Source: an optimization exercise on an open RTL-to-GDS flow (aim: small area, a short achievable clock period and few clock cycles per item). Production flows keep margins and buffers that such runs may drop.
The RTL was checked by simulation tests, not by an equivalence proof against the original design.
No activity file was given, so power comes from the tool's default toggle rates.

Setup of before:
Design seq_ack_window_tracker, start of the top module:
module seq_ack_window_tracker #(
  parameter int ACK_WIDTH    = 64,
  parameter int FLIGHT_DEPTH = 32,
  parameter int RX_WINDOW    = 128
) (
  input  wire logic                          clk,
  input  wire logic                          rst_n,
  input  wire logic                          cfg_wr_en,
  input  wire logic [sawt_pkg::SESS_W-1:0]   cfg_wr_data,
  input  wire logic                          in_valid,
  output logic                               in_stall,
  input  wire logic [1:0]                    in_operation,
  input  wire logic [sawt_pkg::SESS_W-1:0]   in_hdr_session,
  input  wire logic [sawt_pkg::SEQ_W-1:0]    in_hdr_seq,
  input  wire logic                          in_hdr_ack_valid,
  input  wire logic [sawt_pkg::SEQ_W-1:0]    in_hdr_highest_ack,
  input  wire logic [sawt_pkg::MASK_W-1:0]   in_hdr_ack_mask,
  output logic                               out_valid,
  input  wire logic                          out_stall,
  output logic                               out_kind,
  output logic [sawt_pkg::STS_W-1:0]         out_status,
  output logic [sawt_pkg::SEQ_W-1:0]         out_seq,
  output logic                               out_acked,
  output logic                               out_rx_seq_valid,
  output logic [sawt_pkg::SEQ_W-1:0]         out_rx_seq,
  output logic [sawt_pkg::MASK_W-1:0]        out_rx_bitmap,
  output logic                               out_connected,
  output logic                               out_last
);
clock: 7.0 ns
lec_check: 0
cap_margin: 20
core_margin: 2
core_utilization: 58
cts_cluster_diameter: 100
cts_cluster_size: 24
setup_slack_margin: 4.2
slew_margin: 20
run.sh (not shown) runs the stock make flow with config.mk's settings and CLKGATE_MAP_FILE= SYNTH_SCRIPT=/design/flow/synth_recipe.tcl, a recipe that flattens the netlist after the stock synthesis.
Testbench counts of before, summed over its fixed seeds: cycles 11,803, items 8,000.
> inputs changed (before -> after)
- a change of SETUP_SLACK_MARGIN from 4.2 to 4.3
[summary]
Summary: overall routed net length, after worse than before. Diff before -> after: number of gates on the worst path with buffers counted climbed 9; clock slew seen by the registers of the worst setup and hold paths level. before → after: relative contribution of the clock network to total power has decreased; initial antenna violation count has increased.


Another version of the RTL of seq_ack_window_tracker (not shown whole).
Size in the first run: about 5400 cells after synthesis, about 1500 flip-flops, ~0.069 mm2 of cells after synthesis.
Design seq_ack_window_tracker, start of the top module:
module seq_ack_window_tracker #(
  parameter int ACK_WIDTH    = 64,
  parameter int FLIGHT_DEPTH = 32,
  parameter int RX_WINDOW    = 128
) (
  input  wire logic                          clk,
  input  wire logic                          rst_n,
  input  wire logic                          cfg_wr_en,
  input  wire logic [sawt_pkg::SESS_W-1:0]   cfg_wr_data,
  input  wire logic                          in_valid,
  output logic                               in_stall,
  input  wire logic [1:0]                    in_operation,
  input  wire logic [sawt_pkg::SESS_W-1:0]   in_hdr_session,
  input  wire logic [sawt_pkg::SEQ_W-1:0]    in_hdr_seq,
  input  wire logic                          in_hdr_ack_valid,
  input  wire logic [sawt_pkg::SEQ_W-1:0]    in_hdr_highest_ack,
  input  wire logic [sawt_pkg::MASK_W-1:0]   in_hdr_ack_mask,
  output logic                               out_valid,
  input  wire logic                          out_stall,
  output logic                               out_kind,
  output logic [sawt_pkg::STS_W-1:0]         out_status,
  output logic [sawt_pkg::SEQ_W-1:0]         out_seq,
  output logic                               out_acked,
  output logic                               out_rx_seq_valid,
  output logic [sawt_pkg::SEQ_W-1:0]         out_rx_seq,
  output logic [sawt_pkg::MASK_W-1:0]        out_rx_bitmap,
  output logic                               out_connected,
  output logic                               out_last
);
make LEC_CHECK=0 CAP_MARGIN=20 CORE_MARGIN=2 CORE_UTILIZATION=65 CTS_CLUSTER_DIAMETER=100 CTS_CLUSTER_SIZE=24 SETUP_SLACK_MARGIN=4.3 SLEW_MARGIN=20 finish   # period 7.0 ns
The first run passed the timing, DRC and antenna checks.
Testbench counts at the start, summed over its fixed seeds: cycles 11,803, items 8,000.
Edit:
--- a/flow/config.mk
+++ b/flow/config.mk
@@ -13 +13 @@
-export SETUP_SLACK_MARGIN = 4.3
+export SETUP_SLACK_MARGIN = 4.5
Sequential power hardly moves.
Global-route usage goes up by 0.31 points.
Combinational power goes up by about 6%.
Core utilization goes up by 3.1 points.

re-timing with driven ports:
The flow's constraints put no driver on any port. The routed layouts listed below were extracted and timed again, unchanged, in two steps. Step 1 sets driving cells, clkbuf_16 on the clock port and buf_2 on the other inputs (assumed; they add their load-dependent delay and slew). Step 2 moves the port delays by t, midway between the first and last clock arrival at a register: inputs arrive t later, outputs are due t later. That takes back most of the time a late clock gives input paths. a / b / c = no drivers / after step 1 / after step 2; a / b = the first two.
| run | t (ns) | slack for setup (ns) | hold WS [ns] | worst data-port slew with drivers (ns) |
|---|---|---|---|---|
| before | 0.764 | 4.148 / 4.071 / 3.466 | 0.425 / 0.425 / 0.425 | 0.13 |
| after | 0.764 | 4.194 / 4.188 / 3.460 | 0.424 / 0.424 / 0.424 | 0.11 |
| the first run of note 2 | 0.782 | 4.106 / 4.106 / 3.444 | 0.421 / 0.421 / 0.421 | 0.12 |
| the second run of note 2 | 0.792 | 4.109 / 4.109 / 3.394 | 0.420 / 0.420 / 0.420 | 0.12 |
After both steps every run listed still meets setup and hold. For after, which loses most, drivers alone change the setup slack by -0.006 ns; drivers and shift together by -0.734 ns.
